This is an optimization exercise on Yosys and OpenROAD, whose aim is small area and a short achievable clock period, not a production implementation. RTL that was checked went through simulation tests only; none was proved equivalent to the original. Only the layout flow was run in run 5; the RTL was not checked for function there. No activity file was given, so power comes from the tool's default toggle rates.

## flow/flow/run.sh

```bash
#!/bin/bash
# Standard layout, with fast port buffers and repair_timing asked for extra
# setup slack so the achieved period shrinks. Each make step's log lands in
# orfs/logs; make's own output goes to make_finish.log.
set -euo pipefail
bash standard.sh SETUP_SLACK_MARGIN=9 \
  "BUFFER_PORTS_ARGS=-buffer_cell sky130_fd_sc_hd__buf_2" \
  finish > make_finish.log 2>&1
```

## flow/config.mk

```make
export PLATFORM = sky130hd
export DESIGN_NAME = awb_gain_est
export DESIGN_NICKNAME = awb_gain_est
export VERILOG_FILES = /design/flow/design.v
export SDC_FILE = /design/flow/constraint.sdc
export NUM_CORES = 4
export LEC_CHECK = 0
export CAP_MARGIN = 20
export CELL_PAD_IN_SITES_DETAIL_PLACEMENT = 0
export CELL_PAD_IN_SITES_GLOBAL_PLACEMENT = 0
export CORE_MARGIN = 2
export CORE_UTILIZATION = 40
export CTS_BUF_LIST = sky130_fd_sc_hd__clkbuf_8
export CTS_CLUSTER_DIAMETER = 55
export CTS_CLUSTER_SIZE = 16
export PLACE_DENSITY = 0.75
export SLEW_MARGIN = 20
```

## flow/standard.sh

```bash
#!/bin/bash
# synth_recipe.tcl (not shown) runs the flow's synth.tcl, then flattens the netlist and writes it again
# the make line also repeats each setting of config.mk as NAME=value (left out here)
make -C /OpenROAD-flow-scripts/flow DESIGN_CONFIG=/design/flow/config.mk WORK_HOME=/design/flow/orfs CLKGATE_MAP_FILE= SYNTH_SCRIPT=/design/flow/synth_recipe.tcl "${@:-finish}"
```

## flow/constraint.sdc

```tcl
create_clock -name core_clock -period 13.0 [get_ports {clk}]
set_input_delay 2.6000 -clock core_clock [delete_from_list [all_inputs] [get_ports {clk}]]
set_output_delay 2.6000 -clock core_clock [all_outputs]
set_load 0.01 [all_outputs]
```

## flow/design.v

```verilog
module awb_gain_est #(
    parameter int ACC_W = 24,
    parameter int CNT_W = 16
) (
    input  logic            clk,
    input  logic            rst,
    input  logic            pix_valid_i,
    input  logic [1:0]      pix_color_i,
    input  logic [7:0]      pix_value_i,
    input  logic            pix_last_i,
    output logic [15:0]     K_R,
    output logic [15:0]     K_G,
    output logic [15:0]     K_B,
    output logic            valid_gain_o,
    output logic            busy_o,
    output logic            overrun_o
);
    localparam int SW = 13;    
    localparam int NW = 6;     
    assign K_G = 16'h0100;
    logic close_w;
    assign close_w = pix_valid_i & pix_last_i;
    logic [2:0] p_hit;      
    logic [7:0] p_val;
    logic       p_ovr;      
    always_ff @(posedge clk) begin
        p_hit[0] <= pix_valid_i & (pix_color_i == 2'd0);
        p_hit[1] <= pix_valid_i & (pix_color_i == 2'd1);
        p_hit[2] <= pix_valid_i & (pix_color_i == 2'd2);
        p_ovr    <= close_w & busy_o;
        p_val    <= pix_value_i;
    end
    logic [5:0] ctr, ctr_nx;
    logic       a_main;     
    logic       a_side;     
    logic [2:0] m_hit;      
    logic       last_c;     
    logic       first_c;    
    logic       mul_r, mul_b, div_r, div_b, div_p, cmp_r, cmp_b;
    logic       mulb_r, mulb_b;
    logic       div_r_d, div_b_d, div_p_d;
    assign div_r_d = busy_o & (ctr >= 6'd18) & (ctr <= 6'd31);
    assign div_b_d = busy_o & ~ctr[5] & ctr[4] & (ctr[3] | ctr[2] | ctr[1]);
    assign div_p_d = busy_o & ((ctr == 6'd18) | (div_p & ~last_c));
    assign ctr_nx = busy_o ? ctr + 6'd1 : 6'd0;
    always_ff @(posedge clk or posedge rst) begin
        if (rst) begin
            busy_o       <= 1'b0;
            a_main       <= 1'b0;
            a_side       <= 1'b0;
            m_hit        <= 3'b000;
            overrun_o    <= 1'b0;
            valid_gain_o <= 1'b0;
            last_c       <= 1'b0;
            first_c      <= 1'b0;
            mul_r        <= 1'b0;
            mul_b        <= 1'b0;
            div_r        <= 1'b0;
            div_b        <= 1'b0;
            div_p        <= 1'b0;
            cmp_r        <= 1'b0;
            cmp_b        <= 1'b0;
            mulb_r       <= 1'b0;
            mulb_b       <= 1'b0;
        end else begin
            a_main  <= ~last_c;
            a_side  <= last_c & ~(close_w & busy_o);
            for (int c = 0; c < 3; c++)
                m_hit[c] <= (~busy_o | (last_c & ~close_w)) & pix_valid_i &
                            (pix_color_i == 2'(c));
            first_c <= ~busy_o & close_w;
            last_c  <= busy_o & (ctr == 6'd31);
            mul_r   <= busy_o & (ctr >= 6'd2) & (ctr <= 6'd17);
            mul_b   <= busy_o & ((~ctr[5] & ~ctr[4] & (ctr[3] | ctr[2] | ctr[1])) |
                                 (ctr[5:1] == 5'b01000));
            div_r   <= div_r_d;
            div_b   <= div_b_d;
            div_p   <= div_p_d;
            cmp_r   <= busy_o & (ctr >= 6'd2) & (ctr <= 6'd31);
            cmp_b   <= busy_o & ~ctr[5] & (ctr[4:1] != 4'd0);
            mulb_r  <= busy_o & (ctr >= 6'd6) & (ctr <= 6'd17);
            mulb_b  <= busy_o & ((~ctr[5] & ~ctr[4] & (ctr[3] | (ctr[2] & ctr[1]))) |
                                 (ctr[5:1] == 5'b01000));
            if (close_w & busy_o)
                overrun_o <= 1'b1;
            if (busy_o) begin
                if (last_c) begin
                    busy_o       <= 1'b0;
                    valid_gain_o <= 1'b1;
                end
            end else if (close_w) begin
                busy_o <= 1'b1;
            end
        end
    end
    always_ff @(posedge clk)
        ctr <= ctr_nx;
    logic [SW-1:0] side_s [3];
    logic [NW-1:0] side_n [3];
    for (genvar c = 0; c < 3; c++) begin : g_side
        logic [SW-1:0] ss;
        logic [NW-1:0] sn;
        logic          co_s, co_n;
        awb_bk_add #(SW) u_s (.a(side_s[c]), .b(p_hit[c] ? SW'(p_val) : '0),
                              .ci(1'b0), .s(ss), .co(co_s));
        awb_bk_add #(NW) u_n (.a(side_n[c]), .b('0), .ci(p_hit[c]),
                              .s(sn), .co(co_n));
        always_ff @(posedge clk) begin
            if (first_c | p_ovr) begin
                side_s[c] <= '0;
                side_n[c] <= '0;
            end else begin
                side_s[c] <= ss;
                side_n[c] <= sn;
            end
        end
    end
    logic [23:0] S_R, S_G, S_B;
    logic [15:0] N_R, N_G, N_B;
    logic [23:0] s_nx [3];
    logic [15:0] n_nx [3];
    logic [23:0] s_cur [3];
    logic [15:0] n_cur [3];
    assign s_cur[0] = S_R; assign s_cur[1] = S_G; assign s_cur[2] = S_B;
    assign n_cur[0] = N_R; assign n_cur[1] = N_G; assign n_cur[2] = N_B;
    for (genvar c = 0; c < 3; c++) begin : g_main
        logic [23:0] sb;
        logic [15:0] nb;
        logic        hit, co_s, co_n;
        assign hit = m_hit[c];
        assign sb  = (a_side ? 24'(side_s[c]) : 24'd0) | (a_main ? s_cur[c] : 24'd0);
        assign nb  = (a_side ? 16'(side_n[c]) : 16'd0) | (a_main ? n_cur[c] : 16'd0);
        awb_bk_add #(24) u_s (.a(sb), .b(hit ? 24'(p_val) : 24'd0), .ci(1'b0),
                              .s(s_nx[c]), .co(co_s));
        awb_bk_add #(16) u_n (.a(nb), .b(16'd0), .ci(hit), .s(n_nx[c]), .co(co_n));
    end
    logic [23:0] P_AR, P_AB;
    logic [15:0] P_BR, P_BB;
    logic [17:0] t_br, t_bb;
    logic [16:0] x0_r, x1_r, x2_r, cs_s_r, cs_c_r;
    logic [16:0] x0_b, x1_b, x2_b, cs_s_b, cs_c_b;
    assign x0_r = {1'b0, P_BR};
    assign x1_r = {1'b0, S_R[0] ? N_G : 16'd0};
    assign x2_r = {S_R[1] ? N_G : 16'd0, 1'b0};
    assign x0_b = {1'b0, P_BB};
    assign x1_b = {1'b0, S_B[0] ? N_G : 16'd0};
    assign x2_b = {S_B[1] ? N_G : 16'd0, 1'b0};
    assign cs_s_r = x0_r ^ x1_r ^ x2_r;
    assign cs_c_r = (x0_r & x1_r) | (x0_r & x2_r) | (x1_r & x2_r);
    assign cs_s_b = x0_b ^ x1_b ^ x2_b;
    assign cs_c_b = (x0_b & x1_b) | (x0_b & x2_b) | (x1_b & x2_b);
    logic co_br, co_bb;
    awb_bk_add #(17) u_mbr (.a({1'b0, cs_s_r[16:1]}), .b(cs_c_r), .ci(1'b0),
                            .s(t_br[17:1]), .co(co_br));
    awb_bk_add #(17) u_mbb (.a({1'b0, cs_s_b[16:1]}), .b(cs_c_b), .ci(1'b0),
                            .s(t_bb[17:1]), .co(co_bb));
    assign t_br[0] = cs_s_r[0];
    assign t_bb[0] = cs_s_b[0];
    logic [4:0]  E_R, E_B;
    logic [44:0] rem_r, rem_b;
    logic [45:0] op_r, op_b, pre_r, pre_b, sm_r, sm_b;
    logic [39:0] d_r, d_b;
    logic        co_r, co_b;
    logic        iv_r0, iv_r1, iv_b0, iv_b1;
    assign rem_r = {E_R, N_R, P_AR};
    assign rem_b = {E_B, N_B, P_AB};
    assign d_r   = {P_BR, S_R};
    assign d_b   = {P_BB, S_B};
    always_comb begin
        pre_r = '0;
        pre_b = '0;
        if (div_r)
            pre_r = {1'b0, d_r, 5'd0};
        else if (mul_r)
            pre_r[23:0] = N_R[15] ? S_G : 24'd0;
        if (div_b)
            pre_b = {1'b0, d_b, 5'd0};
        else if (mul_b)
            pre_b[23:0] = N_B[15] ? S_G : 24'd0;
    end
    assign op_r = pre_r ^ {{23{iv_r0}}, {23{iv_r1}}};
    assign op_b = pre_b ^ {{23{iv_b0}}, {23{iv_b1}}};
    awb_hc_add #(46) u_ar (.a({rem_r, 1'b0}), .b(op_r), .ci(iv_r1),
                           .s(sm_r), .co(co_r));
    awb_hc_add #(46) u_ab (.a({rem_b, 1'b0}), .b(op_b), .ci(iv_b1),
                           .s(sm_b), .co(co_b));
    always_ff @(posedge clk) begin
        S_R <= mulb_r ? {t_br[1:0], S_R[23:2]} : s_nx[0];
        S_B <= mulb_b ? {t_bb[1:0], S_B[23:2]} : s_nx[2];
        S_G <= div_b ? {s_nx[1][23:13], S_G[11:0], ~sm_b[45]} : s_nx[1];
        N_G <= div_r ? {n_nx[1][15:13], N_G[11:0], ~sm_r[45]} : n_nx[1];
        N_R <= cmp_r ? sm_r[39:24] : n_nx[0];
        N_B <= cmp_b ? sm_b[39:24] : n_nx[2];
    end
    always_ff @(posedge clk) begin
        P_AR <= cmp_r ? sm_r[23:0] : 24'd0;
        P_AB <= cmp_b ? sm_b[23:0] : 24'd0;
        E_R  <= div_p ? sm_r[44:40] : 5'd0;
        E_B  <= div_p ? sm_b[44:40] : 5'd0;
        iv_r0 <= div_r_d & ~sm_r[45];
        iv_r1 <= div_p_d & ~sm_r[45];
        iv_b0 <= div_b_d & ~sm_b[45];
        iv_b1 <= div_p_d & ~sm_b[45];
        if (mulb_r)
            P_BR <= t_br[17:2];
        else if (~div_p)
            P_BR <= '0;
        if (mulb_b)
            P_BB <= t_bb[17:2];
        else if (~div_p)
            P_BB <= '0;
    end
    logic dz_r, dz_b;
    assign dz_r = (d_r == '0);
    assign dz_b = (d_b == '0);
    function automatic logic [11:0] fin(input logic [12:0] q, input logic dz);
        if (dz)
            fin = 12'h100;
        else if (q[12])
            fin = 12'hFFF;
        else
            fin = q[11:0];
    endfunction
    logic [11:0] kr, kb, kr_nx, kb_nx;
    assign kr_nx = fin(N_G[12:0], dz_r) ^ 12'h100;
    assign kb_nx = fin(S_G[12:0], dz_b) ^ 12'h100;
    always_ff @(posedge clk or posedge rst) begin
        if (rst) begin
            kr <= 12'h000;
            kb <= 12'h000;
        end else if (last_c) begin
            kr <= kr_nx;
            kb <= kb_nx;
        end
    end
    assign K_R = {4'h0, kr ^ 12'h100};
    assign K_B = {4'h0, kb ^ 12'h100};
endmodule
module awb_bk_add #(
    parameter int W = 8
) (
    input  logic [W-1:0] a,
    input  logic [W-1:0] b,
    input  logic         ci,
    output logic [W-1:0] s,
    output logic         co
);
    localparam int N = W + 1;           
    localparam int L = (N <= 2) ? 1 : (N <= 4) ? 2 : (N <= 8) ? 3 :
                       (N <= 16) ? 4 : (N <= 32) ? 5 : (N <= 64) ? 6 : 7;
    logic [W:0] g, p, x;
    always_comb begin
        g[0] = ci;
        p[0] = 1'b0;
        x[0] = 1'b0;
        for (int i = 0; i < W; i++) begin
            g[i+1] = a[i] & b[i];
            p[i+1] = a[i] ^ b[i];
            x[i+1] = a[i] ^ b[i];
        end
        for (int l = 0; l < L; l++)
            for (int i = (2 << l) - 1; i < N; i += (2 << l)) begin
                g[i] = g[i] | (p[i] & g[i - (1 << l)]);
                p[i] = p[i] & p[i - (1 << l)];
            end
        for (int l = L - 2; l >= 0; l--)
            for (int i = (3 << l) - 1; i < N; i += (2 << l)) begin
                g[i] = g[i] | (p[i] & g[i - (1 << l)]);
                p[i] = p[i] & p[i - (1 << l)];
            end
    end
    for (genvar i = 0; i < W; i++) begin : g_s
        assign s[i] = x[i+1] ^ g[i];
    end
    assign co = g[W];
endmodule
module awb_hc_add #(
    parameter int W = 8
) (
    input  logic [W-1:0] a,
    input  logic [W-1:0] b,
    input  logic         ci,
    output logic [W-1:0] s,
    output logic         co
);
    localparam int N = W + 1;
    localparam int L = (N <= 2) ? 1 : (N <= 4) ? 2 : (N <= 8) ? 3 :
                       (N <= 16) ? 4 : (N <= 32) ? 5 : (N <= 64) ? 6 : 7;
    logic [W:0] g, p, x, gn, pn;
    always_comb begin
        g[0] = ci;
        p[0] = 1'b0;
        x[0] = 1'b0;
        for (int i = 0; i < W; i++) begin
            g[i+1] = a[i] & b[i];
            p[i+1] = a[i] ^ b[i];
            x[i+1] = a[i] ^ b[i];
        end
        for (int i = 1; i < N; i += 2) begin
            g[i] = g[i] | (p[i] & g[i-1]);
            p[i] = p[i] & p[i-1];
        end
        for (int l = 1; l < L; l++) begin
            gn = g;
            pn = p;
            for (int i = 1; i < N; i += 2)
                if (i - (1 << l) >= 0) begin
                    gn[i] = g[i] | (p[i] & g[i - (1 << l)]);
                    pn[i] = p[i] & p[i - (1 << l)];
                end
            g = gn;
            p = pn;
        end
        for (int i = 2; i < N; i += 2) begin
            g[i] = g[i] | (p[i] & g[i-1]);
            p[i] = p[i] & p[i-1];
        end
    end
    for (genvar i = 0; i < W; i++) begin : g_s
        assign s[i] = x[i+1] ^ g[i];
    end
    assign co = g[W];
endmodule
```

==> results of run 1 <==
[where the power goes]
group	internal [mW]	leakage, nW	switching [mW]
sequential	1.36	3.06	0.374
combinational	1.05	8.67	1.26
clock	0.387	0.455	0.448
[synthesized netlist by cell type (all sizes together), types with 7 or more instances]
cell / instances / area [sq um]
a21o: 75 / 563
o21a: 9 / 67.6
a22oi: 48 / 360
o31ai: 8 / 70.1
a31oi: 8 / 50.1
buf: 71 / 450
xnor2: 148 / 1300
nand3: 17 / 85.1
xor2: 94 / 823
dfxtp: 257 / 5140
mux2i: 11 / 110
nor3: 14 / 70.1
and3: 31 / 194
fa: 114 / 2280
o2bb2ai: 22 / 193
and2: 227 / 1420
nand2b: 7 / 43.8
nor2b: 22 / 138
dfrtp: 43 / 1080
nand4: 19 / 119
ha: 234 / 2930
o21ai: 78 / 390
nor4: 24 / 156
edfxtp: 32 / 961
nand2: 239 / 897
a21oi: 75 / 379
a22o: 53 / 464
clkbuf: 74 / 278
nor2: 113 / 424
inv: 150 / 563
mux2: 37 / 417
[routing by layer]
layer / routed length, um / vias to the layer above / share of wire (%) / track usage (%)
met5: 0 / - / 0 / 0
met4: 1630 / 0 / 3.0 / 6.33
met3: 3170 / 97 / 5.9 / 2.84
met2: 24600 / 425 / 46 / 29.4
met1: 24400 / 8194 / 45 / 24.4
li1: - / 8174 / - / -
[flip-flops by register name, summed over array words and instances (netlist names), 18 cells and up]
register	flops
side_n	18
S_G	24
P_AR	24
side_s	39
P_AB	24
S_R	24
S_B	24
[final timing paths]
path | from | cells past startpoint | to | slack [ps]
min | valid_gain_o | 1 | valid_gain_o | 460
max reg2reg | div_r | 16 | P_AR[15] | 9110
min in group asynchronous | rst | 2 | kr[7] | 2110
max in group asynchronous | rst | 2 | a_main | 10290
min reg2reg | valid_gain_o | 1 | valid_gain_o | 460
max | div_r | 16 | P_AR[15] | 9110
[final cells by class]
type / count / area share [%]
Sequential cell: 332 / 28.6
Tap cell: 756 / 3.74
Clock inverter: 25 / 1.13
Timing Repair Buffer: 90 / 2.63
Multi-Input combinational cell: 1820 / 59.3
Clock buffer: 43 / 2.34
Inverter: 152 / 2.30
[worst max-delay path, delay by kind of cell, from the launching register on]
kind | cells | cell delay (ps)
flip-flops | 1 | 430
AND/OR/NAND/NOR | 3 | 510
buffers and inverters | 2 | 240
adder cells (fa/ha/maj) | 2 | 750
XOR/XNOR | 1 | 170
AO/OA/AOI/OAI | 8 | 1720
[metrics by stage]
stage	setup slack (ps)	util, %	std cells	hold WS, ps
finish	9110	44.7	3218	464
global route	8940	44.7	3218	475
CTS	9000	43.9	3200	464
detailed placement	8100	41.8	3113	442
global placement	8160	41.8	3113	435
floorplan	9000	-	2445	452
[cell usage in the layout, fill, tap and decap left out, types with 6 or more instances in the layout]
cell,instances
sky130_fd_sc_hd__dfxtp_1,248
sky130_fd_sc_hd__nand2_1,237
sky130_fd_sc_hd__ha_1,231
sky130_fd_sc_hd__and2_1,226
sky130_fd_sc_hd__inv_1,151
sky130_fd_sc_hd__xnor2_1,145
sky130_fd_sc_hd__fa_1,110
sky130_fd_sc_hd__nor2_1,108
sky130_fd_sc_hd__xor2_1,94
sky130_fd_sc_hd__a21o_1,75
sky130_fd_sc_hd__o21ai_0,73
sky130_fd_sc_hd__a21oi_1,62
sky130_fd_sc_hd__a22o_1,53
sky130_fd_sc_hd__clkbuf_8,43
sky130_fd_sc_hd__buf_4,43
sky130_fd_sc_hd__a22oi_1,41
sky130_fd_sc_hd__buf_2,40
sky130_fd_sc_hd__dfrtp_1,38
sky130_fd_sc_hd__mux2_2,37
sky130_fd_sc_hd__edfxtp_1,32
sky130_fd_sc_hd__and3_1,29
sky130_fd_sc_hd__conb_1,24
sky130_fd_sc_hd__nor4_1,23
sky130_fd_sc_hd__o2bb2ai_1,22
sky130_fd_sc_hd__nor2b_1,20
sky130_fd_sc_hd__nand4_1,19
sky130_fd_sc_hd__nand3_1,16
sky130_fd_sc_hd__nor3_1,13
sky130_fd_sc_hd__a21oi_2,11
sky130_fd_sc_hd__mux2i_1,11
sky130_fd_sc_hd__o21a_1,9
sky130_fd_sc_hd__dfxtp_4,7
sky130_fd_sc_hd__nand2b_1,7
sky130_fd_sc_hd__a22oi_2,7
sky130_fd_sc_hd__clkinv_4,6
[repair_timing]
| action | CTS | global route |
|---|---|---|
| setup endpoints to repair | 93 | 55 |
| cloned | 6 | 0 |
| pin swaps | 9 | 37 |
| gates resized for setup | 41 | 64 |
| setup buffers | 13 | 18 |
[cell families (layout without fill, tap and decap cells)]
| family | count (synthesis) | count (layout) | synth area share, % |
|---|---|---|---|
| simple gates | 739 | 743 | 16.3 |
| compound gates | 415 | 415 | 12.7 |
| fa+ha+maj | 348 | 348 | 22.6 |
| flops | 332 | 332 | 31.2 |
| buf+inv | 297 | 310 | 5.64 |
| xor+xnor | 242 | 242 | 9.21 |
| mux | 48 | 48 | 2.29 |
| other cells | 2 | 24 | 0.0326 |
==> out/results.ini, run 1 <==
[power_and_ir_drop]
p_leak_nw = 12.2
power_density_mw_per_mm2 = 193
power.total_mw = 4.88
max-vdd-ir-drop_mv = 0.157

[cts]
cts_tree = yes
tritoncts.num_buffers = 37
clk_path_buf_depth = 3
clk_pin_slew_ps = 90
clkSinkCount = 332
worst_skew_pair.late_latency_ps = 620
htree_levels = 2
cts_hold_repair.buffers = 0
clock-root-buffer = sky130_fd_sc_hd__clkbuf_8

[worst_setup_path]
chain_of_cells_forming_the_critical_path = buf_12, clkinvlp_4, and3_4, nand2_4, xnor2_4, ha_1, a21o_1, a21o_1, a31o_4, a41o_1, a21o_1, a21o_1, a21o_1, a221oi_2, fa_1, nor2b_1
most_frequent_cell_on_critical_path = sky130_fd_sc_hd__a21o_1
crit_arrival_ps = 4430
worst_setup_path_start_kind = flop
timing.critical_path.to_type = flop
cp_slowest_cell = sky130_fd_sc_hd__fa_1
required_ps = 13540
critical_path_peak_fanout = 6
cpPeakStageDelay_ps = 450
path_class = reg -> reg

[synthesis]
synth_area_sq_mm = 0.0230
post_synth.cell_area_avg_sq_um = 9.50
synth_cells = 2423
synth_async_reset_ratio_pct = 13.0
synth_warnings = 17
ys_seq_elements = 332
post_synth_num_cell_types = 71
synth-main-ff-cell = sky130_fd_sc_hd__dfxtp_1
yosysSeqAreaShare_pct = 31.2
post_synth_edffs = 32

[drt]
drtAntennaViolNets = 0
first_pass_iters = 5
detailed_route_drc_error_count = 0
vias = 16900
route.final.wire_length_um = 53800
detail_route.iter0.violations = 980
vias_per_cell = 5.25
avgRoutedWirePerCell_um = 16.7

[place]
port_buffers = 40
place_area_sq_mm = 0.0237
place.gp.congestion = 0.877
dp_hpwl_um = 38100

[global_route]
grt_antenna_before_repair = 1
first_pass_grt_wire_length_um = 87100
global_route.overflow_total = 0
globalRouteTotalUtil_pct = 18.1
grt_start_max_net_pins = 78
number_of_global_route_vias_before_repair = 16700

[final_layout]
multiInputGateArea_sq_mm = 0.0150
final_design_area_no_fill_sq_mm = 0.0253
nFillCells = 5302
syn_to_final_growth_pct = 9.83
final_layout_size_suffix_gt1_share_pct = 11.8
antenna_cells = 0
finalNetCount = 2795
layout.area.seq_sq_mm = 0.00722

[timing]
max_freq_mhz = 257
final_min_period_over_clock_period_pct = 29.9
final_period_minus_worst_setup_slack_ps = 3890
setup_total_negative_slack_ps = 0
timing.max_slew.rel_slack_pct = 28.0
max_slew.worst_pin.slew_ps = 1070
rsz0062_at_grt = true
clock_skew_ps = 37.0
final-setup-viol-count = 0
final-max-slew-violation-count = 0
hold_viol_final = 0

[die]
io_pins = 65
die_width_um = 244
core_box_area_sq_mm = 0.0566
floorplan.rows = 87
floorplan.initialDensity_pct = 40.7
die-height_um = 244
floorplan.die_area_sq_mm = 0.0595

[job]
max-cap-violations = 0

[run_status]
run_status = no timing/DRC/antenna violations

[worst_hold_path]
hold_class = reg -> reg

==> run 2, diff against run 1 <==
--- a/flow/flow/run.sh
+++ b/flow/flow/run.sh
@@ -4,5 +4,5 @@
 # orfs/logs; make's own output goes to make_finish.log.
 set -euo pipefail
 bash standard.sh SETUP_SLACK_MARGIN=9 \
-  "BUFFER_PORTS_ARGS=-buffer_cell sky130_fd_sc_hd__buf_2" \
+  "BUFFER_PORTS_ARGS=-buffer_cell sky130_fd_sc_hd__buf_4" \
   finish > make_finish.log 2>&1
--- a/flow/config.mk
+++ b/flow/config.mk
@@ -10,8 +10,8 @@
 export CELL_PAD_IN_SITES_GLOBAL_PLACEMENT = 0
 export CORE_MARGIN = 2
 export CORE_UTILIZATION = 40
-export CTS_BUF_LIST = sky130_fd_sc_hd__clkbuf_8
-export CTS_CLUSTER_DIAMETER = 55
-export CTS_CLUSTER_SIZE = 16
+export CTS_BUF_LIST = sky130_fd_sc_hd__clkbuf_8 sky130_fd_sc_hd__clkbuf_16
+export CTS_CLUSTER_DIAMETER = 70
+export CTS_CLUSTER_SIZE = 24
 export PLACE_DENSITY = 0.75
 export SLEW_MARGIN = 20
==> run 2 against run 1 <==
Against the previous run:
- largest cell class unchanged
- combinational power barely moved
- worst hold slack gained 4.4 ps
- highest routed layer unchanged
- setup slack got worse by 18 ps
- die area unchanged
- maximum frequency is 0.45% lower
- clock power increased by 7.5%
- power up 0.75%
- non-clock buffer count down 6
- critical path type unchanged
- clock skew down 3.8 ps
- cell area rose by 0.17%
- area after synthesis unchanged
- core utilization rose by 0.077 points
==> out/results.ini, run 2 <==
[synthesis]
post_synth_num_cell_types = 71  ; unchanged
post_synth_edffs = 32  ; unchanged
synth_cells = 2423  ; unchanged
yosysSeqAreaShare_pct = 31.2  ; unchanged
synth_warnings = 17  ; unchanged
synth_area_leaders = sky130_fd_sc_hd__dfxtp_1, sky130_fd_sc_hd__ha_1, sky130_fd_sc_hd__fa_1, sky130_fd_sc_hd__and2_1, sky130_fd_sc_hd__xnor2_1  ; unchanged
synth_async_reset_ratio_pct = 13.0  ; unchanged
synth-main-ff-cell = sky130_fd_sc_hd__dfxtp_1  ; unchanged
synth_area_sq_mm = 0.0230  ; unchanged
yosysTopAreaCell = sky130_fd_sc_hd__dfxtp_1  ; unchanged
ys_seq_elements = 332  ; unchanged
post_synth.cell_area_avg_sq_um = 9.50  ; unchanged
netlist.area_leader.share_pct = 22.4  ; unchanged
synthMostInstantiatedCell = sky130_fd_sc_hd__dfxtp_1  ; unchanged
synth.cells.most_frequent = sky130_fd_sc_hd__dfxtp_1, sky130_fd_sc_hd__nand2_1, sky130_fd_sc_hd__ha_1  ; unchanged

[timing]
hold_viol_final = 0  ; unchanged
final_min_period_over_clock_period_pct = 30.1  ; was 29.9%
final-max-slew-violation-count = 0  ; unchanged
hold-worst-slack_ps = 469  ; was 464 ps
clock_skew_ps = 33.3  ; was 37.0 ps
rsz0062_at_grt = true  ; unchanged
final-setup-viol-count = 0  ; unchanged
timing.max_slew.rel_slack_pct = 30.6  ; was 28.0%
final_period_minus_worst_setup_slack_ps = 3910  ; was 3890 ps
max_slew.worst_pin.slew_ps = 1030  ; was 1070 ps
setup_total_negative_slack_ps = 0  ; unchanged
max_freq_mhz = 256  ; was 257 MHz

[place]
post-place-cells = 3113  ; unchanged
place.gp.congestion = 0.900  ; was 0.877
port_buffers = 40  ; unchanged
place_area_sq_mm = 0.0238  ; was 0.0237 sq mm
dp_hpwl_um = 38000  ; was 38,100 um

[die]
core_box_area_sq_mm = 0.0566  ; unchanged
die-height_um = 244  ; unchanged
die_width_um = 244  ; unchanged
floorplan.initialDensity_pct = 40.7  ; unchanged
floorplan.rows = 87  ; unchanged
io_pins = 65  ; unchanged
floorplan.die_area_sq_mm = 0.0595  ; unchanged

[drt]
first_pass_iters = 5  ; unchanged
drtAntennaViolNets = 0  ; unchanged
avgRoutedWirePerCell_um = 16.6  ; was 16.7 um
route.final.wire_length_um = 53100  ; was 53,800 um
detailed_route_drc_error_count = 0  ; unchanged
vias_per_cell = 5.22  ; was 5.25
vias = 16700  ; was 16.9k
detail_route.iter0.violations = 1027  ; was 980

[cts]
worst_skew_pair.late_latency_ps = 600  ; was 620 ps
clkSinkCount = 332  ; unchanged
clock-root-buffer = sky130_fd_sc_hd__clkbuf_16  ; was sky130_fd_sc_hd__clkbuf_8
tritoncts.num_buffers = 27  ; was 37
clk_pin_slew_ps = 90  ; about the same
htree_levels = 1  ; was 2
cts_tree = yes  ; unchanged
clk_path_buf_depth = 3  ; unchanged

[worst_setup_path]
path_class = reg -> reg  ; unchanged
critical_path_peak_fanout = 4  ; was 6
worst_setup_path_start_kind = flop  ; unchanged
timing.critical_path.to_type = flop  ; unchanged
kind_of_cell_with_the_highest_combined_delay_on_the_critical_path = adder cells  ; was compound AO/OA/AOI/OAI gates
critical_path_depth = 16  ; unchanged
cp_slowest_cell = sky130_fd_sc_hd__or4b_4  ; was sky130_fd_sc_hd__fa_1
crit_arrival_ps = 4280  ; was 4430 ps
chain_of_cells_forming_the_critical_path = buf_8, nand2_1, fa_1, inv_2, ha_1, a21o_1, a21o_1, a21o_1, a21oi_2, nor2b_1, or4b_4, a21oi_4, nor2_2, fa_2, xor2_1, and2_1  ; was buf_12, clkinvlp_4, and3_4, nand2_4, xnor2_4, ha_1, a21o_1, a21o_1, a31o_4, a41o_1, a21o_1, a21o_1, a21o_1, a221oi_2, fa_1, nor2b_1
cpPeakStageDelay_ps = 570  ; was 450 ps
path_buf_inv = 2  ; unchanged
reg2reg_depth = 16  ; unchanged
required_ps = 13360  ; was 13,540 ps
most_frequent_cell_on_critical_path = sky130_fd_sc_hd__a21o_1  ; unchanged

[power_and_ir_drop]
power_density_mw_per_mm2 = 194  ; was 193 mW/mm^2
max-vdd-ir-drop_mv = 0.148  ; was 0.157 mV
power.total_mw = 4.92  ; was 4.88 mW
p_leak_nw = 12.2  ; about the same

[final_layout]
final_layout_size_suffix_gt1_share_pct = 10.9  ; was 11.8%
final_design_area_no_fill_sq_mm = 0.0253  ; about the same
layout.cells.most_common = sky130_fd_sc_hd__dfxtp_1  ; unchanged
finalNetCount = 2779  ; was 2,795
layoutNonFillerInstCount = 3195  ; was 3,218
syn_to_final_growth_pct = 10.0  ; was 9.83%
largest_reg_flops = 39  ; unchanged
layout.cells.most_common_list = sky130_fd_sc_hd__dfxtp_1, sky130_fd_sc_hd__nand2_1, sky130_fd_sc_hd__ha_1  ; unchanged
top_register = side_s  ; unchanged

[worst_hold_path]
min_path_cells = 1  ; unchanged
hold_class = reg -> reg  ; unchanged

[run_status]
run_status = no timing/DRC/antenna violations  ; unchanged

[global_route]
global_route.overflow_total = 0  ; unchanged
grt_start_max_net_pins = 59  ; was 78
globalRouteTotalUtil_pct = 17.8  ; was 18.1%
number_of_global_route_vias_before_repair = 16500  ; was 16.7k
first_pass_grt_wire_length_um = 86000  ; was 87,100 um
grt_antenna_before_repair = 0  ; was 1

[job]
max-cap-violations = 0  ; unchanged

-- run 2: cell counts after synthesis --
Identical to the previous run, type by type.
-- run 2: cells by family (layout without fill, tap and decap cells) --
kind of cell,count (synthesis),in the layout,synth area share [%]
multiplexers,48,48,2.29
adder cells (fa/ha/maj),348,348,22.6
buffers and inverters,297,286,5.64
XOR/XNOR,242,242,9.21
AND/OR/NAND/NOR,739,743,16.3
AO/OA/AOI/OAI,415,415,12.7
flip-flops,332,332,31.2
other,2,25,0.0326
-- run 2: worst paths after layout --
| path | startpoint | endpoint | slack (ps) |
|---|---|---|---|
| max | S_B[0] | P_BB[13] | 9090 |
| min | valid_gain_o | valid_gain_o | 470 |
| max reg2reg | S_B[0] | P_BB[13] | 9090 |
| min reg2reg | valid_gain_o | valid_gain_o | 470 |
| max in group asynchronous | rst | div_r | 10220 |
| min in group asynchronous | rst | kr[11] | 2140 |
-- run 2: final cells by class --
type,count,area (sq um)
Tap cell,756,946
Timing Repair Buffer,84,674
Fill cell,5348,31300
Sequential cell,332,7220
Multi-Input combinational cell,1820,14900
Clock inverter,22,250
Clock buffer,28,701
Inverter,152,581
Antenna cell,1,2.50
-- run 2: through the flow --
| stage | utilization, % | worst slack, ps |
|---|---|---|
| CTS | 44.1 | 8960 |
| finish | 44.7 | 9090 |
| global route | 44.7 | 8950 |
| detailed placement | 42.0 | 7940 |
| floorplan | - | 9000 |
| global placement | 42.0 | 8010 |
-- run 2: what timing repair did --
item                                    4_1_cts  5_1_grt
cloned                                        3        1
gates resized for setup                      32       60
hold buffers                                  0        0
buffers inserted                             12       15
pin swaps                                     4       29
endpoints found under the setup margin       93       49
-- run 2: power by group --
part	internal (mW)	total (mW)	switching [mW]
Clock	0.441	0.898	0.458
Combinational	1.04	2.29	1.25
Sequential	1.36	1.73	0.369
-- run 2: layer usage --
metal / track usage (%) / vias up / part of all wire (%)
met5: 0 / - / 0
met4: 5.65 / 0 / 3.2
met3: 2.36 / 80 / 5.4
met2: 29.1 / 388 / 45
met1: 24.3 / 8055 / 46
li1: - / 8155 / -
-- run 2: worst reg2reg max path: stages (launching register included) --
cell	delay, ps
sky130_fd_sc_hd__dfxtp_4	410
sky130_fd_sc_hd__buf_8	130
sky130_fd_sc_hd__nand2_1	70
sky130_fd_sc_hd__fa_1	500
sky130_fd_sc_hd__inv_2	50
sky130_fd_sc_hd__ha_1	280
sky130_fd_sc_hd__a21o_1	150
sky130_fd_sc_hd__a21o_1	180
sky130_fd_sc_hd__a21o_1	190
sky130_fd_sc_hd__a21oi_2	150
sky130_fd_sc_hd__nor2b_1	90
sky130_fd_sc_hd__or4b_4	570
sky130_fd_sc_hd__a21oi_4	190
sky130_fd_sc_hd__nor2_2	70
sky130_fd_sc_hd__fa_2	360
sky130_fd_sc_hd__xor2_1	140
sky130_fd_sc_hd__and2_1	150
==> run 3, diff against run 2 <==
--- a/flow/config.mk
+++ b/flow/config.mk
@@ -10,8 +10,8 @@
 export CELL_PAD_IN_SITES_GLOBAL_PLACEMENT = 0
 export CORE_MARGIN = 2
 export CORE_UTILIZATION = 40
-export CTS_BUF_LIST = sky130_fd_sc_hd__clkbuf_8 sky130_fd_sc_hd__clkbuf_16
-export CTS_CLUSTER_DIAMETER = 70
-export CTS_CLUSTER_SIZE = 24
+export CTS_BUF_LIST = sky130_fd_sc_hd__clkbuf_16
+export CTS_CLUSTER_DIAMETER = 80
+export CTS_CLUSTER_SIZE = 26
 export PLACE_DENSITY = 0.75
 export SLEW_MARGIN = 20
==> run 3 against run 2 <==
Against the previous run:
- sequential power hardly changed
- clock power shrank 7.1%
- clock-buffer cell count shrank 4
- die area unchanged
- setup slack improved by 28 ps
- sequential share of layout area up 0.18 points
==> out/results.ini, run 3 <==
[run_status]
run_status = no timing/DRC/antenna violations  ; unchanged

[synthesis]
synth_area_leaders = sky130_fd_sc_hd__dfxtp_1, sky130_fd_sc_hd__ha_1, sky130_fd_sc_hd__fa_1, sky130_fd_sc_hd__and2_1, sky130_fd_sc_hd__xnor2_1  ; unchanged
post_synth_num_cell_types = 71  ; unchanged
synth_async_reset_ratio_pct = 13.0  ; unchanged
synth_warnings = 17  ; unchanged
synth_cells = 2423  ; unchanged
ys_seq_elements = 332  ; unchanged
synth.cells.most_frequent = sky130_fd_sc_hd__dfxtp_1, sky130_fd_sc_hd__nand2_1, sky130_fd_sc_hd__ha_1  ; unchanged
netlist.area_leader.share_pct = 22.4  ; unchanged
synth-main-ff-cell = sky130_fd_sc_hd__dfxtp_1  ; unchanged
yosysTopAreaCell = sky130_fd_sc_hd__dfxtp_1  ; unchanged
synthMostInstantiatedCell = sky130_fd_sc_hd__dfxtp_1  ; unchanged
post_synth.cell_area_avg_sq_um = 9.50  ; unchanged
synth_area_sq_mm = 0.0230  ; unchanged
post_synth_edffs = 32  ; unchanged
yosysSeqAreaShare_pct = 31.2  ; unchanged

[drt]
route.final.wire_length_um = 52800  ; was 53,100 um
vias_per_cell = 5.23  ; was 5.22
drtAntennaViolNets = 0  ; unchanged
avgRoutedWirePerCell_um = 16.6  ; about the same
first_pass_iters = 5  ; unchanged
vias = 16700  ; about the same
detailed_route_drc_error_count = 0  ; unchanged
detail_route.iter0.violations = 1037  ; was 1,027

[worst_setup_path]
crit_arrival_ps = 4230  ; was 4280 ps
cpPeakStageDelay_ps = 570  ; about the same
worst_setup_path_start_kind = flop  ; unchanged
required_ps = 13350  ; was 13,360 ps
timing.critical_path.to_type = flop  ; unchanged
kind_of_cell_with_the_highest_combined_delay_on_the_critical_path = adder cells  ; unchanged
most_frequent_cell_on_critical_path = sky130_fd_sc_hd__a21o_1  ; unchanged
cp_slowest_cell = sky130_fd_sc_hd__or4b_4  ; unchanged
critical_path_peak_fanout = 4  ; unchanged
chain_of_cells_forming_the_critical_path = buf_8, nand2_1, fa_1, inv_2, ha_1, a21o_1, a21o_1, a21o_1, a21oi_2, nor2b_2, or4b_4, a21oi_4, nor2_2, fa_2, xor2_1, and2_1  ; was buf_8, nand2_1, fa_1, inv_2, ha_1, a21o_1, a21o_1, a21o_1, a21oi_2, nor2b_1, or4b_4, a21oi_4, nor2_2, fa_2, xor2_1, and2_1
path_buf_inv = 2  ; unchanged
path_class = reg -> reg  ; unchanged

[die]
floorplan.initialDensity_pct = 40.7  ; unchanged
die_width_um = 244  ; unchanged
floorplan.die_area_sq_mm = 0.0595  ; unchanged
die-height_um = 244  ; unchanged
floorplan.rows = 87  ; unchanged
core_box_area_sq_mm = 0.0566  ; unchanged
io_pins = 65  ; unchanged

[timing]
max_slew.worst_pin.slew_ps = 1030  ; about the same
final_min_period_over_clock_period_pct = 29.9  ; was 30.1%
max_freq_mhz = 258  ; was 256 MHz
clock_skew_ps = 33.4  ; was 33.3 ps
final-setup-viol-count = 0  ; unchanged
hold_viol_final = 0  ; unchanged
setup_total_negative_slack_ps = 0  ; unchanged
final-max-slew-violation-count = 0  ; unchanged
rsz0062_at_grt = true  ; unchanged
final_period_minus_worst_setup_slack_ps = 3880  ; was 3910 ps
timing.max_slew.rel_slack_pct = 30.8  ; was 30.6%
hold-worst-slack_ps = 472  ; was 469 ps

[final_layout]
layoutNonFillerInstCount = 3186  ; was 3,195
final_layout_size_suffix_gt1_share_pct = 10.2  ; was 10.9%
top_register = side_s  ; unchanged
layout.cells.most_common = sky130_fd_sc_hd__dfxtp_1  ; unchanged
largest_reg_flops = 39  ; unchanged
syn_to_final_growth_pct = 9.33  ; was 10.0%
layout.core_utilization_pct = 44.4  ; was 44.7%
layout.cells.most_common_list = sky130_fd_sc_hd__dfxtp_1, sky130_fd_sc_hd__nand2_1, sky130_fd_sc_hd__ha_1  ; unchanged
finalNetCount = 2773  ; was 2,779

[global_route]
number_of_global_route_vias_before_repair = 16400  ; was 16.5k
grt_start_max_net_pins = 59  ; unchanged
globalRouteTotalUtil_pct = 17.8  ; about the same
grt_antenna_before_repair = 0  ; unchanged
first_pass_grt_wire_length_um = 86600  ; was 86,000 um
global_route.overflow_total = 0  ; unchanged

[cts]
cts_tree = yes  ; unchanged
worst_skew_pair.late_latency_ps = 580  ; was 600 ps
clk_path_buf_depth = 3  ; unchanged
tritoncts.num_buffers = 23  ; was 27
htree_levels = 1  ; unchanged
clkSinkCount = 332  ; unchanged
clk_pin_slew_ps = 100  ; was 90 ps
clock-root-buffer = sky130_fd_sc_hd__clkbuf_16  ; unchanged

[power_and_ir_drop]
p_int_mw = 2.79  ; was 2.84 mW
total_switching_power_mw = 2.05  ; was 2.08 mW
p_sw_share_pct = 42.3  ; about the same
power_density_mw_per_mm2 = 192  ; was 194 mW/mm^2
p_leak_nw = 12.1  ; was 12.2 nW
power.share.sequential_pct = 35.8  ; was 35.2%
power.share.clock_pct = 17.3  ; was 18.3%
power.total_mw = 4.84  ; was 4.92 mW
max-vdd-ir-drop_mv = 0.141  ; was 0.148 mV
power_frac_comb_pct = 47.0  ; was 46.5%

[place]
dp_hpwl_um = 38000  ; unchanged
place.gp.congestion = 0.900  ; unchanged
post-place-cells = 3113  ; unchanged
port_buffers = 40  ; unchanged

[worst_hold_path]
hold_class = reg -> reg  ; unchanged

[job]
max-cap-violations = 0  ; unchanged

==> run 3: changes by cell type in the layout (fill, tap and decap cells not counted), moves of 2 or more <==
cell | before | now
sky130_fd_sc_hd__a22oi_2 | 6 | 1
sky130_fd_sc_hd__a22oi_1 | 42 | 47
sky130_fd_sc_hd__inv_6 | 5 | 2
sky130_fd_sc_hd__clkinv_8 | 2 | 4
sky130_fd_sc_hd__nor2_2 | 3 | 5
sky130_fd_sc_hd__inv_8 | 5 | 2
sky130_fd_sc_hd__inv_1 | 148 | 150
sky130_fd_sc_hd__xnor2_1 | 143 | 145
sky130_fd_sc_hd__nor2_1 | 109 | 107
sky130_fd_sc_hd__clkinv_2 | 3 | 1
sky130_fd_sc_hd__clkbuf_16 | 28 | 24
sky130_fd_sc_hd__buf_4 | 80 | 78
sky130_fd_sc_hd__xnor2_2 | 5 | 3
sky130_fd_sc_hd__clkinvlp_4 | 3 | 1
==> run 3: final cells by class <==
| class | count | area [sq um] |
|---|---|---|
| Antenna cell | 2 | 5.00 |
| Clock buffer | 24 | 601 |
| Clock inverter | 18 | 241 |
| Fill cell | 5350 | 31400 |
| Inverter | 152 | 581 |
| Multi-Input combinational cell | 1820 | 14900 |
| Sequential cell | 332 | 7220 |
| Tap cell | 756 | 946 |
| Timing Repair Buffer | 82 | 659 |
==> run 3: final timing paths <==
kind | from | to | slack, ps | cells past startpoint
min in group asynchronous | rst | kr[11] | 2160 | 2
max reg2reg | S_B[0] | P_BB[13] | 9120 | 16
min | valid_gain_o | valid_gain_o | 470 | 1
min reg2reg | valid_gain_o | valid_gain_o | 470 | 1
max | S_B[0] | P_BB[13] | 9120 | 16
max in group asynchronous | rst | div_r | 10200 | 2
==> run 3: routing by layer <==
layer  routed length, um  global-route usage (%)  vias to the layer above
li1                    -                       -                     8136
met4                1310                    4.41                        0
met1               23900                    24.8                     8068
met2               24300                    29.5                      407
met3                3280                    2.06                       65
met5                   0                       0                        -
==> run 3: cell families (layout without fill, tap and decap cells) <==
| logic type | count (synthesis) | in the layout | synth area share, % |
|---|---|---|---|
| other | 2 | 26 | 0.0326 |
| flip-flops | 332 | 332 | 31.2 |
| adder cells (fa/ha/maj) | 348 | 348 | 22.6 |
| AND/OR/NAND/NOR | 739 | 743 | 16.3 |
| buffers and inverters | 297 | 276 | 5.64 |
| XOR/XNOR | 242 | 242 | 9.21 |
| AO/OA/AOI/OAI | 415 | 415 | 12.7 |
| multiplexers | 48 | 48 | 2.29 |
==> run 3: through the flow <==
step / area, sq um / worst slack [ps]
2_1_floorplan: 23100 / 9000
3_3_place_gp: 23800 / 8010
3_5_place_dp: 23800 / 7940
4_1_cts: 24800 / 9020
5_1_grt: 25200 / 8930
6_report: 25200 / 9120
==> run 3: power by group through the flow <==
stage / sequential [mW] / combinational (mW) / clock [mW]
2_1_floorplan: 1.56 / 1.74 / 0
3_3_place_gp: 1.76 / 2.03 / 0
3_5_place_dp: 1.76 / 2.09 / 0
4_1_cts: 1.72 / 2.20 / 0.847
5_1_grt: 1.77 / 2.55 / 0.887
6_report: 1.73 / 2.27 / 0.834
==> run 3: timing repair <==
action                                 CTS  global route
endpoints found under the hold margin    0             0
setup endpoints to repair               93            47
pin swaps                                3            27
gates resized for setup                 32            52
setup buffers                           11            14
hold buffers                             0             0
gates cloned                             4             0
==> run 4, diff against run 3 <==
==> flow/flow/run.sh (replaced) <==
#!/bin/bash
# Standard layout with fast port buffers. Synthesis, floorplan and placement
# run with the standard setup margin; clock tree synthesis and routing ask
# repair_timing for extra setup slack so the achieved period shrinks. Each
# make step's log lands in orfs/logs; make's own output goes to make_*.log.
set -euo pipefail
bash standard.sh "BUFFER_PORTS_ARGS=-buffer_cell sky130_fd_sc_hd__buf_4" \
  synth floorplan place > make_place.log 2>&1
bash standard.sh SETUP_SLACK_MARGIN=9 \
  "BUFFER_PORTS_ARGS=-buffer_cell sky130_fd_sc_hd__buf_4" \
  finish > make_finish.log 2>&1
==> flow/config.mk (replaced) <==
export PLATFORM = sky130hd
export DESIGN_NAME = awb_gain_est
export DESIGN_NICKNAME = awb_gain_est
export VERILOG_FILES = /design/flow/design.v
export SDC_FILE = /design/flow/constraint.sdc
export NUM_CORES = 4
export LEC_CHECK = 0
export CAP_MARGIN = 20
export CORE_MARGIN = 2
export CORE_UTILIZATION = 40
export CTS_BUF_LIST = sky130_fd_sc_hd__clkbuf_8
export CTS_CLUSTER_DIAMETER = 55
export CTS_CLUSTER_SIZE = 16
export SLEW_MARGIN = 20
==> run 4 against run 3 <==
Against the previous run:
- clock power grew about 10%
- global-route usage increased by 2.2 points
- cell area is 3.0% higher
- maximum frequency down 1.9%
- combinational power up 6%
- sequential power up 3%
- critical path type unchanged
- first-iteration DRC count decreased by 11%
- synthesized cell count unchanged
==> out/results.ini, run 4 <==
[run_status]
run_status = no timing/DRC/antenna violations  ; unchanged

[synthesis]
yosysSeqAreaShare_pct = 31.2  ; unchanged
synth_area_sq_mm = 0.0230  ; unchanged
synth-main-ff-cell = sky130_fd_sc_hd__dfxtp_1  ; unchanged
synth_area_leaders = sky130_fd_sc_hd__dfxtp_1, sky130_fd_sc_hd__ha_1, sky130_fd_sc_hd__fa_1, sky130_fd_sc_hd__and2_1, sky130_fd_sc_hd__xnor2_1  ; unchanged
netlist.area_leader.share_pct = 22.4  ; unchanged
post_synth.cell_area_avg_sq_um = 9.50  ; unchanged
synth_warnings = 17  ; unchanged
ys_seq_elements = 332  ; unchanged
synth.cells.most_frequent = sky130_fd_sc_hd__dfxtp_1, sky130_fd_sc_hd__nand2_1, sky130_fd_sc_hd__ha_1  ; unchanged
yosysTopAreaCell = sky130_fd_sc_hd__dfxtp_1  ; unchanged
post_synth_num_cell_types = 71  ; unchanged
synth_async_reset_ratio_pct = 13.0  ; unchanged
post_synth_edffs = 32  ; unchanged
synthMostInstantiatedCell = sky130_fd_sc_hd__dfxtp_1  ; unchanged
synth_cells = 2423  ; unchanged

[final_layout]
layout.cells.most_common_list = sky130_fd_sc_hd__dfxtp_1, sky130_fd_sc_hd__nand2_1, sky130_fd_sc_hd__ha_1  ; unchanged
layout.cells.most_common = sky130_fd_sc_hd__dfxtp_1  ; unchanged
layout.core_utilization_pct = 45.8  ; was 44.4%
final_layout_size_suffix_gt1_share_pct = 13.8  ; was 10.2%
finalNetCount = 2835  ; was 2,773
nFillCells = 5466  ; was 5,350
syn_to_final_growth_pct = 12.6  ; was 9.33%
largest_reg_flops = 39  ; unchanged
top_register = side_s  ; unchanged
layoutNonFillerInstCount = 3264  ; was 3,186

[power_and_ir_drop]
power_density_mw_per_mm2 = 197  ; was 192 mW/mm^2
power.share.sequential_pct = 34.8  ; was 35.8%
total_switching_power_mw = 2.19  ; was 2.05 mW
p_int_mw = 2.92  ; was 2.79 mW
p_sw_share_pct = 42.8  ; was 42.3%
p_leak_nw = 12.5  ; was 12.1 nW
max-vdd-ir-drop_mv = 0.120  ; was 0.141 mV
power.share.clock_pct = 18.0  ; was 17.3%
power_frac_comb_pct = 47.2  ; was 47.0%

[cts]
clkSinkCount = 332  ; unchanged
cts_hold_repair.buffers = 0  ; unchanged
clk_pin_slew_ps = 90  ; was 100 ps
worst_skew_pair.late_latency_ps = 690  ; was 580 ps
tritoncts.num_buffers = 42  ; was 23
cts_tree = yes  ; unchanged
clock-root-buffer = sky130_fd_sc_hd__clkbuf_8  ; was sky130_fd_sc_hd__clkbuf_16
clk_path_buf_depth = 3  ; unchanged
htree_levels = 2  ; was 1

[place]
dp_hpwl_um = 42900  ; was 38,000 um
port_buffers = 40  ; unchanged
post-place-cells = 3114  ; was 3,113
place.gp.congestion = 0.916  ; was 0.900
preCtsSetupSlack_ps = 7840  ; was 7940 ps

[die]
floorplan.rows = 87  ; unchanged
floorplan.die_area_sq_mm = 0.0595  ; unchanged
core_box_area_sq_mm = 0.0566  ; unchanged
die_width_um = 244  ; unchanged
floorplan.initialDensity_pct = 40.7  ; unchanged
io_pins = 65  ; unchanged
die-height_um = 244  ; unchanged

[timing]
clock_skew_ps = 103  ; was 33.4 ps
final-setup-viol-count = 0  ; unchanged
max_slew.worst_pin.slew_ps = 1070  ; was 1030 ps
setup_total_negative_slack_ps = 0  ; unchanged
final_min_period_over_clock_period_pct = 30.5  ; was 29.9%
timing.max_slew.rel_slack_pct = 27.9  ; was 30.8%
final-max-slew-violation-count = 0  ; unchanged
post-route-worst-setup-slack_ps = 9040  ; was 9120 ps
max_freq_mhz = 253  ; was 258 MHz
hold_viol_final = 0  ; unchanged
final_period_minus_worst_setup_slack_ps = 3960  ; was 3880 ps
rsz0062_at_grt = true  ; unchanged

[global_route]
grt_start_max_net_pins = 86  ; was 59
grt_antenna_before_repair = 1  ; was 0
global_route.overflow_total = 0  ; unchanged
number_of_global_route_vias_before_repair = 17500  ; was 16.4k
globalRouteTotalUtil_pct = 20.0  ; was 17.8%
first_pass_grt_wire_length_um = 94700  ; was 86,600 um

[worst_setup_path]
timing.critical_path.to_type = flop  ; unchanged
worst_setup_path_start_kind = flop  ; unchanged
path_class = reg -> reg  ; unchanged
required_ps = 13590  ; was 13,350 ps
reg2reg_depth = 17  ; was 16
critical_path_peak_fanout = 6  ; was 4
crit_arrival_ps = 4550  ; was 4230 ps

[worst_hold_path]
min_path_cells = 1  ; unchanged
hold_class = reg -> reg  ; unchanged

[drt]
first_pass_iters = 5  ; unchanged
avgRoutedWirePerCell_um = 18.2  ; was 16.6 um
detailed_route_drc_error_count = 0  ; unchanged
vias = 17200  ; was 16.7k
drtAntennaViolNets = 0  ; unchanged
vias_per_cell = 5.27  ; was 5.23
route.final.wire_length_um = 59400  ; was 52,800 um
detail_route.iter0.violations = 925  ; was 1,037

[job]
max-cap-violations = 0  ; unchanged

[run 4: final timing paths]
| check | from | to | slack, ps |
|---|---|---|---|
| max in group asynchronous | rst | a_main | 10120 |
| hold / removal | valid_gain_o | valid_gain_o | 470 |
| setup reg to reg | div_b | E_B[3] | 9040 |
| min in group asynchronous | rst | kb[5] | 2160 |
| hold reg to reg | valid_gain_o | valid_gain_o | 470 |
| setup / recovery | div_b | E_B[3] | 9040 |
[run 4: worst max-delay path, stage by stage (launching register included)]
cell                       delay, ps
sky130_fd_sc_hd__dfrtp_2         440
sky130_fd_sc_hd__buf_12          150
sky130_fd_sc_hd__clkinv_8         50
sky130_fd_sc_hd__and3_4          250
sky130_fd_sc_hd__a22oi_2          70
sky130_fd_sc_hd__xnor2_1         150
sky130_fd_sc_hd__ha_1            360
sky130_fd_sc_hd__buf_6           150
sky130_fd_sc_hd__a21oi_4         120
sky130_fd_sc_hd__nor2b_1          60
sky130_fd_sc_hd__o21a_1          210
sky130_fd_sc_hd__o41a_1          480
sky130_fd_sc_hd__o21ai_2         220
sky130_fd_sc_hd__nand4_1         200
sky130_fd_sc_hd__a31oi_4         250
sky130_fd_sc_hd__o21a_1          170
sky130_fd_sc_hd__fa_2            440
sky130_fd_sc_hd__nor2b_1         130
[run 4: final cells by class]
type | count | area, sq um | area share [%]
multi-input combinational | 1820 | 15100 | 58.2
sequential | 332 | 7220 | 27.9
timing repair buffer | 124 | 1080 | 4.18
tap | 756 | 946 | 3.65
clock buffer | 45 | 619 | 2.39
inverter | 152 | 587 | 2.26
clock inverter | 33 | 368 | 1.42
timing repair inverter | 1 | 8.76 | 0.0338
antenna | 1 | 2.50 | 0.00966
[run 4: power groups by stage]
stage | combinational (mW) | clock (mW) | sequential, mW
floorplan | 1.74 | 0 | 1.56
CTS | 2.27 | 0.947 | 1.78
detailed placement | 2.12 | 0 | 1.79
global route | 2.72 | 0.984 | 1.82
finish | 2.41 | 0.921 | 1.78
global placement | 2.05 | 0 | 1.79
[run 4: per-layer routing]
layer	part of all wire, %	track usage, %
met1	46	27.0
met2	47	33.0
met3	4.4	2.65
met4	3.0	6.51
met5	0	0
[run 4: repair_timing]
action,CTS,global route
pin swaps,13,58
resized for setup,59,66
gates cloned,7,2
buffers inserted,20,42
setup endpoints to repair,102,54
[run 4: cell families after synthesis]
kind of cell,count (synthesis),share of synthesized area [%]
muxes,48,2.29
other,2,0.0326
xor gates and xnor gates,242,9.21
adders and majority gates,348,22.6
and+or+nand+nor,739,16.3
AOI/OAI and AO/OA,415,12.7
buffers and inverters,297,5.64
DFF,332,31.2
[run 4: through the flow]
step / total power [mW] / hold slack (ps) / area (sq um)
6_report: 5.11 / 470 / 25900
5_1_grt: 5.52 / 481 / 25900
4_1_cts: 5.00 / 470 / 25200
3_5_place_dp: 3.92 / 453 / 23800
3_3_place_gp: 3.84 / 445 / 23800
2_1_floorplan: 3.30 / 452 / 23100
==> run 5, diff against run 4 <==
--- a/flow/design.v
+++ b/flow/design.v
@@ -150,9 +150,9 @@
     assign cs_s_b = x0_b ^ x1_b ^ x2_b;
     assign cs_c_b = (x0_b & x1_b) | (x0_b & x2_b) | (x1_b & x2_b);
     logic co_br, co_bb;
-    awb_bk_add #(17) u_mbr (.a({1'b0, cs_s_r[16:1]}), .b(cs_c_r), .ci(1'b0),
+    awb_hc_add #(17) u_mbr (.a({1'b0, cs_s_r[16:1]}), .b(cs_c_r), .ci(1'b0),
                             .s(t_br[17:1]), .co(co_br));
-    awb_bk_add #(17) u_mbb (.a({1'b0, cs_s_b[16:1]}), .b(cs_c_b), .ci(1'b0),
+    awb_hc_add #(17) u_mbb (.a({1'b0, cs_s_b[16:1]}), .b(cs_c_b), .ci(1'b0),
                             .s(t_bb[17:1]), .co(co_bb));
     assign t_br[0] = cs_s_r[0];
     assign t_bb[0] = cs_s_b[0];
==> flow/flow/run.sh (replaced) <==
#!/bin/bash
# Standard layout, with fast port buffers and repair_timing asked for extra
# setup slack so the achieved period shrinks. Each make step's log lands in
# orfs/logs; make's own output goes to make_finish.log.
set -euo pipefail
bash standard.sh SETUP_SLACK_MARGIN=9 \
  "BUFFER_PORTS_ARGS=-buffer_cell sky130_fd_sc_hd__buf_4" \
  finish > make_finish.log 2>&1
--- a/flow/config.mk
+++ b/flow/config.mk
@@ -6,9 +6,12 @@
 export NUM_CORES = 4
 export LEC_CHECK = 0
 export CAP_MARGIN = 20
+export CELL_PAD_IN_SITES_DETAIL_PLACEMENT = 0
+export CELL_PAD_IN_SITES_GLOBAL_PLACEMENT = 0
 export CORE_MARGIN = 2
 export CORE_UTILIZATION = 40
 export CTS_BUF_LIST = sky130_fd_sc_hd__clkbuf_8
 export CTS_CLUSTER_DIAMETER = 55
 export CTS_CLUSTER_SIZE = 16
+export PLACE_DENSITY = 0.75
 export SLEW_MARGIN = 20
==> run 5 against run 4 <==
Against the previous run:
- still clean on timing, DRC and antenna
- setup slack lost 180 ps
- maximum frequency shrank 4.4%
- combinational power grew 18%
- via count shrank 0.50%
- critical path type unchanged
- critical endpoint is now N_B[11]
- largest cell class unchanged
- highest routed layer unchanged
==> out/results.ini, run 5 <==
[die]
die-height_um = 245  ; was 244 um
floorplan.die_area_sq_mm = 0.0600  ; was 0.0595 sq mm
die_width_um = 245  ; was 244 um
floorplan.initialDensity_pct = 40.3  ; was 40.7%
core_box_area_sq_mm = 0.0576  ; was 0.0566 sq mm
floorplan.rows = 88  ; was 87
io_pins = 65  ; unchanged

[drt]
detail_route.iter0.violations = 1027  ; was 925
detailed_route_drc_error_count = 0  ; unchanged
drtAntennaViolNets = 0  ; unchanged
first_pass_iters = 5  ; unchanged
vias_per_cell = 5.26  ; was 5.27
vias = 17100  ; was 17.2k
route.final.wire_length_um = 54800  ; was 59,400 um
avgRoutedWirePerCell_um = 16.9  ; was 18.2 um

[cts]
worst_skew_pair.late_latency_ps = 600  ; was 690 ps
clkSinkCount = 332  ; unchanged
cts_tree = yes  ; unchanged
clk_path_buf_depth = 3  ; unchanged
cts_hold_repair.buffers = 0  ; unchanged
clock-root-buffer = sky130_fd_sc_hd__clkbuf_8  ; unchanged
htree_levels = 2  ; unchanged
tritoncts.num_buffers = 36  ; was 42
clk_pin_slew_ps = 100  ; was 90 ps

[timing]
clock_skew_ps = 33.9  ; was 103 ps
final-setup-viol-count = 0  ; unchanged
max_slew.worst_pin.slew_ps = 1070  ; about the same
setup_total_negative_slack_ps = 0  ; unchanged
timing.max_slew.rel_slack_pct = 28.1  ; was 27.9%
hold_viol_final = 0  ; unchanged
final_min_period_over_clock_period_pct = 31.9  ; was 30.5%
max_freq_mhz = 241  ; was 253 MHz
final-max-slew-violation-count = 0  ; unchanged
post-route-worst-setup-slack_ps = 8860  ; was 9040 ps
final_period_minus_worst_setup_slack_ps = 4140  ; was 3960 ps
rsz0062_at_grt = true  ; unchanged

[synthesis]
synth_area_leaders = sky130_fd_sc_hd__dfxtp_1, sky130_fd_sc_hd__ha_1, sky130_fd_sc_hd__fa_1, sky130_fd_sc_hd__and2_1, sky130_fd_sc_hd__xnor2_1  ; unchanged
netlist.area_leader.share_pct = 22.2  ; was 22.4%
yosysTopAreaCell = sky130_fd_sc_hd__dfxtp_1  ; unchanged
post_synth_num_cell_types = 78  ; was 71
synth_async_reset_ratio_pct = 13.0  ; unchanged
post_synth.cell_area_avg_sq_um = 9.55  ; was 9.50 sq um
synth_area_sq_mm = 0.0232  ; was 0.0230 sq mm
yosysSeqAreaShare_pct = 30.9  ; was 31.2%
synthMostInstantiatedCell = sky130_fd_sc_hd__dfxtp_1  ; unchanged
synth_cells = 2432  ; was 2,423
synth.cells.most_frequent = sky130_fd_sc_hd__dfxtp_1, sky130_fd_sc_hd__and2_1, sky130_fd_sc_hd__ha_1  ; was sky130_fd_sc_hd__dfxtp_1, sky130_fd_sc_hd__nand2_1, sky130_fd_sc_hd__ha_1
synth_warnings = 17  ; unchanged
post_synth_edffs = 32  ; unchanged
ys_seq_elements = 332  ; unchanged
synth-main-ff-cell = sky130_fd_sc_hd__dfxtp_1  ; unchanged

[run_status]
run_status = no timing/DRC/antenna violations  ; unchanged

[worst_setup_path]
critical_path_peak_fanout = 6  ; unchanged
chain_of_cells_forming_the_critical_path = buf_12, nor2_4, buf_6, a22oi_1, xnor2_1, ha_1, a21o_1, a21oi_2, or2b_2, o21ai_0, o21ba_4, a221o_2, a221oi_4, nor2_2, a211oi_2, fa_1, mux2i_1  ; was buf_12, clkinv_8, and3_4, a22oi_2, xnor2_1, ha_1, buf_6, a21oi_4, nor2b_1, o21a_1, o41a_1, o21ai_2, nand4_1, a31oi_4, o21a_1, fa_2, nor2b_1
required_ps = 13510  ; was 13,590 ps
path_class = reg -> reg  ; unchanged
timing.critical_path.to_type = flop  ; unchanged
cp_slowest_cell = sky130_fd_sc_hd__dfrtp_2  ; was sky130_fd_sc_hd__o41a_1
cpPeakStageDelay_ps = 440  ; was 480 ps
worst_setup_path_start_kind = flop  ; unchanged
crit_arrival_ps = 4650  ; was 4550 ps

[place]
place_area_sq_mm = 0.0240  ; was 0.0238 sq mm
post-place-cells = 3131  ; was 3,114
dp_hpwl_um = 38200  ; was 42,900 um
port_buffers = 40  ; unchanged
place.gp.congestion = 0.859  ; was 0.916
preCtsSetupSlack_ps = 8490  ; was 7840 ps

[final_layout]
final_design_area_no_fill_sq_mm = 0.0258  ; was 0.0259 sq mm
syn_to_final_growth_pct = 11.0  ; was 12.6%
layoutNonFillerInstCount = 3252  ; was 3,264
layout.cells.most_common_list = sky130_fd_sc_hd__and2_1, sky130_fd_sc_hd__dfxtp_1, sky130_fd_sc_hd__ha_1  ; was sky130_fd_sc_hd__dfxtp_1, sky130_fd_sc_hd__nand2_1, sky130_fd_sc_hd__ha_1
multiInputGateArea_sq_mm = 0.0153  ; was 0.0151 sq mm
layout.cells.most_common = sky130_fd_sc_hd__and2_1  ; was sky130_fd_sc_hd__dfxtp_1
top_register = side_s  ; unchanged
finalNetCount = 2820  ; was 2,835
layout.area.seq_sq_mm = 0.00722  ; about the same
largest_reg_flops = 39  ; unchanged
nFillCells = 5339  ; was 5,466
final_layout_size_suffix_gt1_share_pct = 12.7  ; was 13.8%

[global_route]
grt_start_max_net_pins = 77  ; was 86
globalRouteTotalUtil_pct = 18.0  ; was 20.0%
first_pass_grt_wire_length_um = 87500  ; was 94,700 um
number_of_global_route_vias_before_repair = 16600  ; was 17.5k
global_route.overflow_total = 0  ; unchanged
grt_antenna_before_repair = 1  ; unchanged

[power_and_ir_drop]
max-vdd-ir-drop_mv = 0.161  ; was 0.120 mV
power.total_mw = 5.38  ; was 5.11 mW
p_leak_nw = 12.1  ; was 12.5 nW
power_density_mw_per_mm2 = 209  ; was 197 mW/mm^2

[job]
max-cap-violations = 0  ; unchanged

[worst_hold_path]
hold_class = reg -> reg  ; unchanged

[run 5: cell count changes in the layout (fill, tap and decap cells not counted), sizes merged, moves of 12 or more]
cell	previous run	this run
a21o	75	59
and2	227	250
inv	170	139
nand2	239	214
o21bai	4	16
[run 5: critical path, delay by kind of cell, from the launching register on]
kind,cells,cell delay (ps)
AOI/OAI and AO/OA,8,1750
xor gates and xnor gates,1,150
adders and majority gates,2,770
buffers and inverters,2,290
DFF,1,440
muxes,1,120
and+or+nand+nor,3,540
[run 5: cells by family (layout without fill, tap and decap cells)]
kind of cell,count (synthesis),in the layout,share of synthesized area (%)
adder cells (fa/ha/maj),348,348,22.4
XOR/XNOR,240,240,9.05
other,2,25,0.0323
AND/OR/NAND/NOR,760,760,17.0
multiplexers,53,53,2.48
buffers and inverters,276,308,5.30
flip-flops,332,332,30.9
AO/OA/AOI/OAI,421,421,12.8
[run 5: path summary, 6_finish.rpt]
check / startpoint / to / slack (ps) / cells after the start
worst max-delay path: div_b / N_B[11] / 8860 / 17
worst max register to register: div_b / N_B[11] / 8860 / 17
min in group asynchronous: rst / kb[3] / 2210 / 3
max in group asynchronous: rst / a_side / 10240 / 3
worst min-delay path: valid_gain_o / valid_gain_o / 470 / 1
worst min register to register: valid_gain_o / valid_gain_o / 470 / 1
[run 5: where the power goes]
part | switching [mW] | leakage [nW] | internal [mW]
sequential | 0.371 | 3.07 | 1.37
combinational | 1.51 | 8.62 | 1.33
clock | 0.432 | 0.416 | 0.366
[run 5: timing repair]
action                                  4_1_cts  5_1_grt
cloned                                        5        1
pin swaps                                    19       52
endpoints found under the setup margin       72       45
gates resized for setup                      42       73
setup buffers                                19       29
[run 5: layout make-up]
type                    instances  area share [%]
diodes                          1         0.00971
clock buffers                  40            2.14
clock inverters                26            1.07
inverters                     130            1.89
multi-input cells            1846            59.2
flip-flops and latches        332            28.0
well taps                     765            3.71
repair buffers                112            3.98
[run 5: per-layer routing]
metal,up-vias,part of all wire [%],global-route usage (%)
met3,105,4.9,1.83
met2,422,47,30.1
met1,8281,46,24.5
li1,8302,-,-
met4,0,2.8,5.38
met5,-,0,0
[run 5: per-stage QoR]
stage	util [%]	hold WS [ps]
final	44.8	474
after global routing	44.8	505
after CTS	43.8	476
after detailed placement	41.6	451
after global placement	41.6	449
after floorplan	-	456

port drivers added, routing unchanged:
No port has a modelled driver above. Below, the same layouts with a new extraction and two added sets of constraints.
Step 1, drivers: a clkbuf_16 drives clk and a buf_2 each remaining input, both assumed.
Step 2 also shifts input and output timing later by t, the mid clock arrival at the registers, as if the neighbouring blocks saw the same clock.
Three values: no drivers, after step 1, after step 2; two values: the first two.
run | shift t [ns] | setup WS [ns] | worst setup path at the end | pins driven straight from the clock port
run 1 | 0.661 | 9.107 / 9.060 / 9.107 | register to register | 1
run 2 | 0.637 | 9.090 / 9.075 / 9.090 | register to register | 1
run 3 | 0.620 | 9.118 / 9.097 / 9.118 | register to register | 1
run 4 | 0.692 | 9.041 / 9.021 / 9.041 | register to register | 1
run 5 | 0.628 | 8.859 / 8.859 / 8.859 | register to register | 1
After both steps every run listed still meets setup and hold.
